Context: an optimization exercise on an open-source flow, tuned for a short achievable clock period and few clock cycles per item. The choices shown serve that exercise and are no tape-out recipe. The RTL was checked by simulation tests, not by an equivalence proof against the original design. Power figures rest on the tool's default switching activity, not on a simulated workload.

<file path="flow/config.mk">
export PLATFORM = sky130hd
export DESIGN_NAME = rs_core
export DESIGN_NICKNAME = rs_core
export VERILOG_FILES = /design/flow/design.v
export SDC_FILE = /design/flow/constraint.sdc
export NUM_CORES = 4
export LEC_CHECK = 0
export CAP_MARGIN = 20
export CORE_MARGIN = 2
export CORE_UTILIZATION = 40
export SLEW_MARGIN = 20
</file>
<file path="flow/constraint.sdc">
create_clock -name core_clock -period 10.0 [get_ports {clk}]
set_input_delay 2.0000 -clock core_clock [delete_from_list [all_inputs] [get_ports {clk}]]
set_output_delay 2.0000 -clock core_clock [all_outputs]
set_load 0.01 [all_outputs]
</file>
<file path="flow/design.v">
package tomasulo_pkg;
  localparam int WORD_W      = 32;
  localparam int NUM_REGS    = 8;
  localparam int REG_AW      = 3;
  localparam int NUM_ADD_RS  = 4;
  localparam int NUM_MUL_RS  = 4;
  localparam int TAG_W       = 4;
  localparam int MUL_LATENCY = 3;  
  typedef logic [WORD_W-1:0] word_t;
  typedef logic [REG_AW-1:0] reg_addr_t;
  typedef logic [TAG_W-1:0]  tag_t;
  localparam tag_t TAG_NONE     = 4'd0;
  localparam tag_t ADD_TAG_BASE = 4'd1;
  localparam tag_t MUL_TAG_BASE = 4'd5;
  typedef enum logic [1:0] {
    OP_ADD  = 2'd0,
    OP_MUL  = 2'd1,
    OP_MV   = 2'd2,
    OP_HALT = 2'd3
  } op_t;
  typedef enum logic {
    ISSUE_IDLE    = 1'b0,
    ISSUE_RELEASE = 1'b1  
  } issue_state_t;
endpackage
module reg_status (
  input  logic                    clk,
  input  logic                    reset,
  input  tomasulo_pkg::reg_addr_t src1,
  input  tomasulo_pkg::reg_addr_t src2,
  output tomasulo_pkg::word_t     op1_data,
  output tomasulo_pkg::tag_t      op1_tag,
  output tomasulo_pkg::word_t     op2_data,
  output tomasulo_pkg::tag_t      op2_tag,
  input  logic                    rename_en,
  input  tomasulo_pkg::reg_addr_t rename_reg,
  input  tomasulo_pkg::tag_t      rename_tag,
  input  logic                    imm_wr_en,
  input  tomasulo_pkg::reg_addr_t imm_reg,
  input  tomasulo_pkg::word_t     imm_data,
  input  logic                    cdb_valid,
  input  tomasulo_pkg::tag_t      cdb_tag,
  input  tomasulo_pkg::word_t     cdb_data,
  input  tomasulo_pkg::reg_addr_t rd_addr,
  output tomasulo_pkg::tag_t      rd_tag,
  output tomasulo_pkg::word_t     rd_data
);
  tomasulo_pkg::word_t rf   [0:tomasulo_pkg::NUM_REGS-1];
  tomasulo_pkg::tag_t  rtag [0:tomasulo_pkg::NUM_REGS-1];  
  always_comb begin
    op1_data = rf[src1];
    op1_tag  = rtag[src1];
    if (cdb_valid && rtag[src1] != tomasulo_pkg::TAG_NONE && rtag[src1] == cdb_tag) begin
      op1_data = cdb_data;
      op1_tag  = tomasulo_pkg::TAG_NONE;
    end
    op2_data = rf[src2];
    op2_tag  = rtag[src2];
    if (cdb_valid && rtag[src2] != tomasulo_pkg::TAG_NONE && rtag[src2] == cdb_tag) begin
      op2_data = cdb_data;
      op2_tag  = tomasulo_pkg::TAG_NONE;
    end
  end
  assign rd_tag  = rtag[rd_addr];
  assign rd_data = rf[rd_addr];
  always_ff @(posedge clk) begin
    if (reset) begin
      for (int r = 0; r < tomasulo_pkg::NUM_REGS; r++) begin
        rf[r]   <= '0;
        rtag[r] <= tomasulo_pkg::TAG_NONE;
      end
    end else begin
      for (int r = 0; r < tomasulo_pkg::NUM_REGS; r++) begin
        if (cdb_valid && rtag[r] != tomasulo_pkg::TAG_NONE && rtag[r] == cdb_tag) begin
          rf[r]   <= cdb_data;
          rtag[r] <= tomasulo_pkg::TAG_NONE;
        end
      end
      if (rename_en)
        rtag[rename_reg] <= rename_tag;  
      if (imm_wr_en) begin
        rf[imm_reg]   <= imm_data;
        rtag[imm_reg] <= tomasulo_pkg::TAG_NONE;
      end
    end
  end
endmodule
module res_station #(
  parameter int                 NUM_ENTRIES = tomasulo_pkg::NUM_ADD_RS,
  parameter tomasulo_pkg::tag_t TAG_BASE    = tomasulo_pkg::ADD_TAG_BASE
) (
  input  logic                clk,
  input  logic                reset,
  input  logic                alloc,
  input  tomasulo_pkg::word_t a_data,
  input  tomasulo_pkg::tag_t  a_tag,
  input  tomasulo_pkg::word_t b_data,
  input  tomasulo_pkg::tag_t  b_tag,
  output logic                has_free,
  output tomasulo_pkg::tag_t  free_tag,
  output logic                empty,
  input  logic                grant,
  output logic                disp_valid,
  output tomasulo_pkg::tag_t  disp_tag,
  output tomasulo_pkg::word_t disp_a,
  output tomasulo_pkg::word_t disp_b,
  input  logic                cdb_valid,
  input  tomasulo_pkg::tag_t  cdb_tag,
  input  tomasulo_pkg::word_t cdb_data
);
  localparam int IDX_W = (NUM_ENTRIES > 1) ? $clog2(NUM_ENTRIES) : 1;
  logic [NUM_ENTRIES-1:0] busy;
  logic [NUM_ENTRIES-1:0] issued;  
  tomasulo_pkg::word_t a_val [0:NUM_ENTRIES-1];
  tomasulo_pkg::tag_t  a_src [0:NUM_ENTRIES-1];
  tomasulo_pkg::word_t b_val [0:NUM_ENTRIES-1];
  tomasulo_pkg::tag_t  b_src [0:NUM_ENTRIES-1];
  logic [IDX_W-1:0] free_idx;
  logic [IDX_W-1:0] disp_idx;
  logic             ready_any;
  always_comb begin
    has_free = 1'b0;
    free_idx = '0;
    for (int i = NUM_ENTRIES - 1; i >= 0; i--) begin
      if (!busy[i]) begin
        has_free = 1'b1;
        free_idx = IDX_W'(i);
      end
    end
  end
  assign free_tag = has_free ? tomasulo_pkg::tag_t'(TAG_BASE + free_idx) : tomasulo_pkg::TAG_NONE;
  assign empty    = ~|busy;
  always_comb begin
    ready_any = 1'b0;
    disp_idx  = '0;
    for (int i = NUM_ENTRIES - 1; i >= 0; i--) begin
      if (busy[i] && !issued[i] && a_src[i] == tomasulo_pkg::TAG_NONE && b_src[i] == tomasulo_pkg::TAG_NONE) begin
        ready_any = 1'b1;
        disp_idx  = IDX_W'(i);
      end
    end
  end
  assign disp_valid = ready_any && grant;
  assign disp_tag   = tomasulo_pkg::tag_t'(TAG_BASE + disp_idx);
  assign disp_a     = a_val[disp_idx];
  assign disp_b     = b_val[disp_idx];
  always_ff @(posedge clk) begin
    if (reset) begin
      busy   <= '0;
      issued <= '0;
    end else begin
      for (int i = 0; i < NUM_ENTRIES; i++) begin
        if (busy[i] && cdb_valid && cdb_tag == tomasulo_pkg::tag_t'(TAG_BASE + i)) begin
          busy[i]   <= 1'b0;
          issued[i] <= 1'b0;
        end
      end
      if (disp_valid)
        issued[disp_idx] <= 1'b1;
      if (alloc && has_free) begin
        busy[free_idx]   <= 1'b1;
        issued[free_idx] <= 1'b0;
      end
    end
  end
  always_ff @(posedge clk) begin
    for (int i = 0; i < NUM_ENTRIES; i++) begin
      if (cdb_valid && a_src[i] != tomasulo_pkg::TAG_NONE && a_src[i] == cdb_tag) begin
        a_val[i] <= cdb_data;
        a_src[i] <= tomasulo_pkg::TAG_NONE;
      end
      if (cdb_valid && b_src[i] != tomasulo_pkg::TAG_NONE && b_src[i] == cdb_tag) begin
        b_val[i] <= cdb_data;
        b_src[i] <= tomasulo_pkg::TAG_NONE;
      end
    end
    if (alloc && has_free) begin
      a_val[free_idx] <= a_data;  
      a_src[free_idx] <= a_tag;
      b_val[free_idx] <= b_data;
      b_src[free_idx] <= b_tag;
    end
  end
endmodule
module exec_units (
  input  logic                clk,
  input  logic                reset,
  input  logic                add_valid,
  input  tomasulo_pkg::tag_t  add_tag,
  input  tomasulo_pkg::word_t add_a,
  input  tomasulo_pkg::word_t add_b,
  input  logic                mul_valid,
  input  tomasulo_pkg::tag_t  mul_tag,
  input  tomasulo_pkg::word_t mul_a,
  input  tomasulo_pkg::word_t mul_b,
  output logic                add_grant,
  output logic                cdb_valid,
  output tomasulo_pkg::tag_t  cdb_tag,
  output tomasulo_pkg::word_t cdb_data
);
  logic  add_res_v;
  tomasulo_pkg::tag_t  add_res_tag;
  tomasulo_pkg::word_t add_res;
  logic [tomasulo_pkg::MUL_LATENCY-1:0] mul_v;  
  tomasulo_pkg::tag_t  mul_t [0:tomasulo_pkg::MUL_LATENCY-1];
  tomasulo_pkg::word_t mul_d [0:tomasulo_pkg::MUL_LATENCY-1];
  always_ff @(posedge clk) begin
    if (reset) begin
      add_res_v <= 1'b0;
      mul_v     <= '0;
    end else begin
      add_res_v <= add_valid;
      mul_v     <= {mul_v[tomasulo_pkg::MUL_LATENCY-2:0], mul_valid};  
    end
  end
  always_ff @(posedge clk) begin
    if (add_valid) begin
      add_res     <= add_a + add_b;
      add_res_tag <= add_tag;
    end
    mul_t[0] <= mul_tag;
    mul_d[0] <= mul_a * mul_b;  
    for (int s = 1; s < tomasulo_pkg::MUL_LATENCY; s++) begin
      mul_t[s] <= mul_t[s-1];
      mul_d[s] <= mul_d[s-1];
    end
  end
  assign add_grant = !mul_v[tomasulo_pkg::MUL_LATENCY-2];
  always_comb begin
    if (mul_v[tomasulo_pkg::MUL_LATENCY-1]) begin
      cdb_valid = 1'b1;
      cdb_tag   = mul_t[tomasulo_pkg::MUL_LATENCY-1];
      cdb_data  = mul_d[tomasulo_pkg::MUL_LATENCY-1];
    end else begin
      cdb_valid = add_res_v;
      cdb_tag   = add_res_tag;
      cdb_data  = add_res;
    end
  end
endmodule
module issue_ctrl (
  input  logic                    clk,
  input  logic                    reset,
  input  logic                    req,
  input  tomasulo_pkg::op_t       op,
  input  tomasulo_pkg::reg_addr_t dst,
  input  logic                    has_imm,
  input  tomasulo_pkg::word_t     imm,
  output logic                    ack,
  input  tomasulo_pkg::word_t     op1_data,
  input  tomasulo_pkg::tag_t      op1_tag,
  input  tomasulo_pkg::tag_t      op2_tag,
  input  tomasulo_pkg::word_t     op2_data,
  input  logic                    add_has_free,
  input  tomasulo_pkg::tag_t      add_free_tag,
  input  logic                    add_empty,
  input  logic                    mul_has_free,
  input  tomasulo_pkg::tag_t      mul_free_tag,
  input  logic                    mul_empty,
  output logic                    add_alloc,
  output logic                    mul_alloc,
  output tomasulo_pkg::word_t     b_data,
  output tomasulo_pkg::tag_t      b_tag,
  output logic                    rename_en,
  output tomasulo_pkg::reg_addr_t rename_reg,
  output tomasulo_pkg::tag_t      rename_tag,
  output logic                    imm_wr_en,
  output tomasulo_pkg::reg_addr_t imm_reg,
  output tomasulo_pkg::word_t     imm_data
);
  tomasulo_pkg::issue_state_t state;
  logic         accept;
  logic         fire;
  logic         mv_direct;
  assign mv_direct = (op == tomasulo_pkg::OP_MV) && (has_imm || op1_tag == tomasulo_pkg::TAG_NONE);
  always_comb begin
    case (op)
      tomasulo_pkg::OP_ADD:  accept = add_has_free;
      tomasulo_pkg::OP_MUL:  accept = mul_has_free;
      tomasulo_pkg::OP_MV:   accept = mv_direct || add_has_free;
      tomasulo_pkg::OP_HALT: accept = add_empty && mul_empty;  
      default: accept = 1'b0;
    endcase
  end
  assign fire = (state == tomasulo_pkg::ISSUE_IDLE) && req && accept;
  assign add_alloc = fire && (op == tomasulo_pkg::OP_ADD || (op == tomasulo_pkg::OP_MV && !mv_direct));
  assign mul_alloc = fire && (op == tomasulo_pkg::OP_MUL);
  always_comb begin
    if (op == tomasulo_pkg::OP_MV) begin
      b_data = '0;  
      b_tag  = tomasulo_pkg::TAG_NONE;
    end else if (has_imm) begin
      b_data = imm;
      b_tag  = tomasulo_pkg::TAG_NONE;
    end else begin
      b_data = op2_data;
      b_tag  = op2_tag;
    end
  end
  assign rename_en  = add_alloc || mul_alloc;
  assign rename_reg = dst;
  assign rename_tag = mul_alloc ? mul_free_tag : add_free_tag;
  assign imm_wr_en = fire && mv_direct;
  assign imm_reg   = dst;
  assign imm_data  = has_imm ? imm : op1_data;
  always_ff @(posedge clk) begin
    if (reset) begin
      state <= tomasulo_pkg::ISSUE_IDLE;
    end else begin
      case (state)
        tomasulo_pkg::ISSUE_IDLE:    if (fire) state <= tomasulo_pkg::ISSUE_RELEASE;
        tomasulo_pkg::ISSUE_RELEASE: if (!req) state <= tomasulo_pkg::ISSUE_IDLE;
        default:       state <= tomasulo_pkg::ISSUE_IDLE;
      endcase
    end
  end
  assign ack = (state == tomasulo_pkg::ISSUE_RELEASE);
endmodule
module rs_core (
  input  logic                    clk,
  input  logic                    reset,
  input  logic                    req,
  input  tomasulo_pkg::op_t       op,
  input  tomasulo_pkg::reg_addr_t dst,
  input  tomasulo_pkg::reg_addr_t src1,
  input  tomasulo_pkg::reg_addr_t src2,
  input  logic                    has_imm,
  input  tomasulo_pkg::word_t     imm,
  output logic                    ack,
  input  tomasulo_pkg::reg_addr_t rd_addr,
  output tomasulo_pkg::tag_t      rd_tag,
  output tomasulo_pkg::word_t     rd_data
);
  tomasulo_pkg::word_t     op1_data, op2_data, b_data, imm_data;
  tomasulo_pkg::tag_t      op1_tag, op2_tag, b_tag, rename_tag;
  logic      rename_en, imm_wr_en;
  tomasulo_pkg::reg_addr_t rename_reg, imm_reg;
  logic  add_alloc, add_has_free, add_empty, add_grant;
  logic  mul_alloc, mul_has_free, mul_empty;
  tomasulo_pkg::tag_t  add_free_tag, mul_free_tag;
  logic  add_disp_valid, mul_disp_valid;
  tomasulo_pkg::tag_t  add_disp_tag, mul_disp_tag;
  tomasulo_pkg::word_t add_disp_a, add_disp_b, mul_disp_a, mul_disp_b;
  logic  cdb_valid;
  tomasulo_pkg::tag_t  cdb_tag;
  tomasulo_pkg::word_t cdb_data;
  reg_status status (
    .clk, .reset, .src1, .src2,
    .op1_data, .op1_tag, .op2_data, .op2_tag,
    .rename_en, .rename_reg, .rename_tag,
    .imm_wr_en, .imm_reg, .imm_data,
    .cdb_valid, .cdb_tag, .cdb_data,
    .rd_addr, .rd_tag, .rd_data
  );
  res_station #(.NUM_ENTRIES(tomasulo_pkg::NUM_ADD_RS), .TAG_BASE(tomasulo_pkg::ADD_TAG_BASE)) add_rs (
    .clk, .reset, .alloc(add_alloc),
    .a_data(op1_data), .a_tag(op1_tag), .b_data, .b_tag,
    .has_free(add_has_free), .free_tag(add_free_tag), .empty(add_empty),
    .grant(add_grant),
    .disp_valid(add_disp_valid), .disp_tag(add_disp_tag),
    .disp_a(add_disp_a), .disp_b(add_disp_b),
    .cdb_valid, .cdb_tag, .cdb_data
  );
  res_station #(.NUM_ENTRIES(tomasulo_pkg::NUM_MUL_RS), .TAG_BASE(tomasulo_pkg::MUL_TAG_BASE)) mul_rs (
    .clk, .reset, .alloc(mul_alloc),
    .a_data(op1_data), .a_tag(op1_tag), .b_data, .b_tag,
    .has_free(mul_has_free), .free_tag(mul_free_tag), .empty(mul_empty),
    .grant(1'b1),  
    .disp_valid(mul_disp_valid), .disp_tag(mul_disp_tag),
    .disp_a(mul_disp_a), .disp_b(mul_disp_b),
    .cdb_valid, .cdb_tag, .cdb_data
  );
  exec_units units (
    .clk, .reset,
    .add_valid(add_disp_valid), .add_tag(add_disp_tag),
    .add_a(add_disp_a), .add_b(add_disp_b),
    .mul_valid(mul_disp_valid), .mul_tag(mul_disp_tag),
    .mul_a(mul_disp_a), .mul_b(mul_disp_b),
    .add_grant, .cdb_valid, .cdb_tag, .cdb_data
  );
  issue_ctrl issue (
    .clk, .reset, .req, .op, .dst, .has_imm, .imm, .ack,
    .op1_data, .op1_tag, .op2_tag, .op2_data,
    .add_has_free, .add_free_tag, .add_empty,
    .mul_has_free, .mul_free_tag, .mul_empty,
    .add_alloc, .mul_alloc, .b_data, .b_tag,
    .rename_en, .rename_reg, .rename_tag,
    .imm_wr_en, .imm_reg, .imm_data
  );
endmodule
</file>
<file path="flow/run.sh">
#!/bin/bash
# synth_recipe.tcl (not shown) runs the flow's synth.tcl, then flattens the netlist and writes it again
# the make line also repeats each setting of config.mk as NAME=value (left out here)
make -C /OpenROAD-flow-scripts/flow DESIGN_CONFIG=/design/flow/config.mk WORK_HOME=/design/flow/orfs CLKGATE_MAP_FILE= SYNTH_SCRIPT=/design/flow/synth_recipe.tcl finish
</file>
==> impl_metrics.toml <==
[status]
outcome = "timing/DRC/antenna clean"

[clocking]
clk_path_buf_depth = 3
cts_tree = "built"
clkSinkCount = 1028
h-tree-depth = 3
ctsHoldBuffers = 0
insertion_delay_ns = 0.73
cts_buffers = 111
clock_tree.root_cell = "clkbuf_16"
ctsResizeCount = 0
post-cts-setup-buffer-count = 0
cts.clk_slew.worst_paths_ns = 0.06

[logic_synthesis]
yosysWarnings = 7
synth.avg_cell_area_sq_um = 10.9
syn_area_sq_um = 69000
muxShareOfSynthArea = 0.131
synth_cells = 6336
yosys.area_share.adder = 0.150
synth-edff-count = 899
synth-xor-area-share = 0.0250
synth_top_family_by_area = "adder cells"
seq_area_frac_synth = 0.428
synth_ff_type = "edfxtp_1"
synth_compound_area_frac = 0.101
synth-seq-cells = 1028
synth_simple_gate_area_share = 0.115
ys_types = 80
async_flop_share = 0
syn-num-nets = 6971

[power]
p_per_area_nw_per_um2 = 213
power.leakage_nw = 29.5
ir_drop_uv = 473

[min_path]
min_to = "units.mul_d[1][6]"
min_from = "units.mul_d[0][6]"
min_path_cells = 0
min_path_type = "reg2reg"

[global_routing]
grtUsageTotal = 0.248
grt_use_met1 = 0.337
grt_util_met2 = 0.409
grt_pass1_wl_mm = 325
gr-total-overflow = 0
top_usage_layer = "met2"
grt_antenna_before_repair = 6
grt_max_degree = 105
grt_pass1_vias = 50600
grtUsageMet3 = 0.0327

[timing]
slew_viol_final = 0
slew_headroom = 0.213
layout_min_cycle_time_ns = 9.48
fmax_mhz = 105
worstMarginPinSlew_ns = 1.15
rsz0062_at_grt = "no"
finClkSkew_ns = 0.0369
tns_ns = 0
setup_viol = 0
final.period_utilization = 0.948
hold_ws_ns = 0.305
finalHoldViolCount = 0

[critical_path]
critPathMostFrequentCell = "fa_1"
criticalPathCategory = "reg2reg"
crit_path_top_delay_cell = "mux2_2"
critPathArrivalTime_ns = 10.09
critical_path.max_fanout = 31
worstPathRequired_ns = 10.61
slowest_delay_ns = 0.58
r2r_end = "units.mul_d[0][31]"
cp-start-kind = "flop"
regToRegSetupSlack_ns = 0.52
ff2ff_path_depth = 33
cp-end-kind = "flop"
timing.rr.start = "mul_rs.b_src[1][3]"

[cells_and_area]
area_delta_synth_final_pct = 10.1
nets = 6899
drive_above_1_share = 0.119
fillCellCount = 16100

[floorplan]
die_h_microns = 419
initial_utilization = 0.402
rows = 152
dieArea_sq_um = 176000
die_w_microns = 419
ios = 87
core_area_sq_um = 172000

[route]
wl_per_cell_microns = 25.3
dr.pass1.iters = 7
finalWirelength_mm = 220
vias = 50700
viasPerCell = 5.85
drcViolationCount = 0
ant_nets = 0
drt_iter0_drc = 4945

[placed_design]
gp_congestion = 0.922
port_buffers = 86
hpwl_mm = 153

[flow_run]
drv_cap = 0
-- synthesized netlist by cell type, drive strengths merged (3+ instances only) --
library cell     n  area share
nand2         1153       0.063
edfxtp         899        0.39
o21ai          642       0.047
nor2           462       0.026
inv            415       0.023
fa             409        0.12
clkbuf         281       0.015
mux2i          280       0.041
o31ai          261       0.028
mux4           216       0.070
ha             176       0.032
xnor2          142       0.018
dfxtp          129       0.037
buf            127       0.011
mux2           116       0.019
a21oi           94      0.0068
a31oi           80      0.0072
and3            75      0.0068
xor2            51      0.0066
nand3           42      0.0030
nand2b          36      0.0033
nor4            31      0.0033
and2            26      0.0024
nor3            25      0.0019
nor2b           24      0.0022
a21o            21      0.0023
or2             18      0.0016
o21bai          12      0.0013
a22oi           11      0.0012
a211oi          10      0.0011
a221oi           6     0.00076
nand4            6     0.00054
o22ai            6     0.00054
a32oi            5     0.00074
o21a             5     0.00054
o31a             5     0.00063
or3              4     0.00036
or4              4     0.00049
a221o            3     0.00043
o221ai           3     0.00038
-- worst max-delay path, delay by kind of cell (launching register included) --
family,cells,cell delay (ns)
adder cells (fa/ha/maj),9,3.86
flip-flops,1,0.43
multiplexers,2,0.83
buffers and inverters,5,0.89
AND/OR/NAND/NOR,6,1.24
AO/OA/AOI/OAI,10,1.96
XOR/XNOR,1,0.11
-- per-layer routing --
layer,vias up,wire length (microns)
li1,22300,-
met1,25400,89200
met2,2547,104000
met3,466,19100
met4,0,7910
met5,-,0
-- per-stage QoR --
step / setup slack (ns) / total power, mW / cell area (sq um) / instances / utilization
2_1_floorplan: 1.11 / 9.84 / 69000 / 6336 / -
3_3_place_gp: 0.592 / 12.1 / 72400 / 8460 / 0.422
3_5_place_dp: 0.568 / 12.2 / 72400 / 8461 / 0.422
4_1_cts: 0.483 / 16.3 / 76000 / 8669 / 0.443
5_1_grt: 0.0289 / 17.2 / 76000 / 8669 / 0.443
6_report: 0.518 / 16.2 / 76000 / 8673 / 0.443
-- state kept, by name, summed over array words and instances, names as in the netlist, 4 cells and up --
name	cells
add_rs.b_src	16
mul_rs.b_src	16
add_rs.b_val	128
status.rtag	32
mul_rs.busy	4
mul_rs.issued	4
add_rs.busy	4
add_rs.a_src	16
mul_rs.b_val	128
units.mul_t	12
units.mul_d	96
mul_rs.a_src	16
units.add_res	32
add_rs.issued	4
add_rs.a_val	128
mul_rs.a_val	128
status.rf	256
-- area by class of cell --
type | instances | area, sq um | area share
multi-input cells | 4485 | 36500 | 0.480
flip-flops and latches | 1028 | 29600 | 0.389
clock buffers | 161 | 3220 | 0.0424
well taps | 2310 | 2890 | 0.0380
repair buffers | 223 | 1920 | 0.0252
inverters | 415 | 1570 | 0.0206
clock inverters | 47 | 370 | 0.00487
diodes | 4 | 10.0 | 0.000132
-- cells in the final DEF (no fill, tap or decap), drive strengths merged, types with 6 or more instances in the layout --
cell           Yosys  routed
or2               18      18
o22ai              6       6
dfxtp            129     129
nor2             462     462
nand2           1153    1153
a21o              21      21
nor2b             24      24
xor2              51      51
and2              26      26
buf              127     148
ha               176     176
o21bai            12      12
nand2b            36      36
a21oi             94      94
inv              415     420
and3              75      75
mux2             116     116
nand4              6       6
mux2i            280     280
a211oi            10      10
a22oi             11      11
xnor2            142     142
edfxtp           899     899
nand3             42      42
nor4              31      31
clkbuf           281     161
a221oi             6       6
fa               409     409
clkinv             0      38
mux4             216     216
o31ai            261     261
o21ai            642     642
a31oi             80      80
clkdlybuf4s50      0      75
nor3              25      25
-- kinds of logic after synthesis --
family          count (synthesis)
fa+ha+maj                     585
xor+xnor                      194
mux                           612
flops                        1028
simple gates                 1914
compound gates               1180
buf+inv                       823
-- where the power goes --
part / switching (mW) / leakage [nW] / total [mW] / internal, mW
Combinational: 3.98 / 18.2 / 6.93 / 2.95
Clock: 1.77 / 1.79 / 4.11 / 2.34
Sequential: 0.191 / 9.54 / 5.19 / 5.00
Total: 5.94 / 29.5 / 16.2 / 10.3
-- how the worst max path moves through the flow --
| stage | from | slack, ns | to | cells past startpoint |
|---|---|---|---|---|
| 2_1_floorplan | mul_rs.a_src[3][1] | 1.11 | units.mul_d[0][31] | 36 |
| 3_3_place_gp | mul_rs.a_src[3][1] | 0.59 | units.mul_d[0][31] | 30 |
| 3_5_place_dp | mul_rs.a_src[0][3] | 0.57 | units.mul_d[0][31] | 31 |
| 4_1_cts | mul_rs.b_src[1][3] | 0.48 | units.mul_d[0][31] | 31 |
| 5_1_grt | mul_rs.a_src[0][3] | 0.03 | units.mul_d[0][31] | 33 |
| 6_report | mul_rs.b_src[1][3] | 0.52 | units.mul_d[0][31] | 33 |
Testbench counts, summed over its fixed seeds: cycles 6,615, instrs 3,280.

what the ideal ports hide:
The results above use ideal ports. As a check the final layout listed here was re-extracted and re-timed, cells and wires unchanged. Step 1, drivers: a clkbuf_16 drives clk and a buf_2 each remaining input, both assumed. Step 2 also shifts input and output timing later by t, the mid clock arrival at the registers, as if the neighbouring blocks saw the same clock. a / b / c = no drivers / after step 1 / after step 2; a / b = the first two.
t, ns: 0.797
setup WS [ns]: 0.518 / 0.518 / 0.518
clock arrival spread, ns: 0.039 / 0.039
worst data-port slew with drivers (ns): 0.06
After both steps setup and hold are still met in this run. For this run, drivers alone change the setup slack by 0.000 ns; drivers and shift together by 0.000 ns.
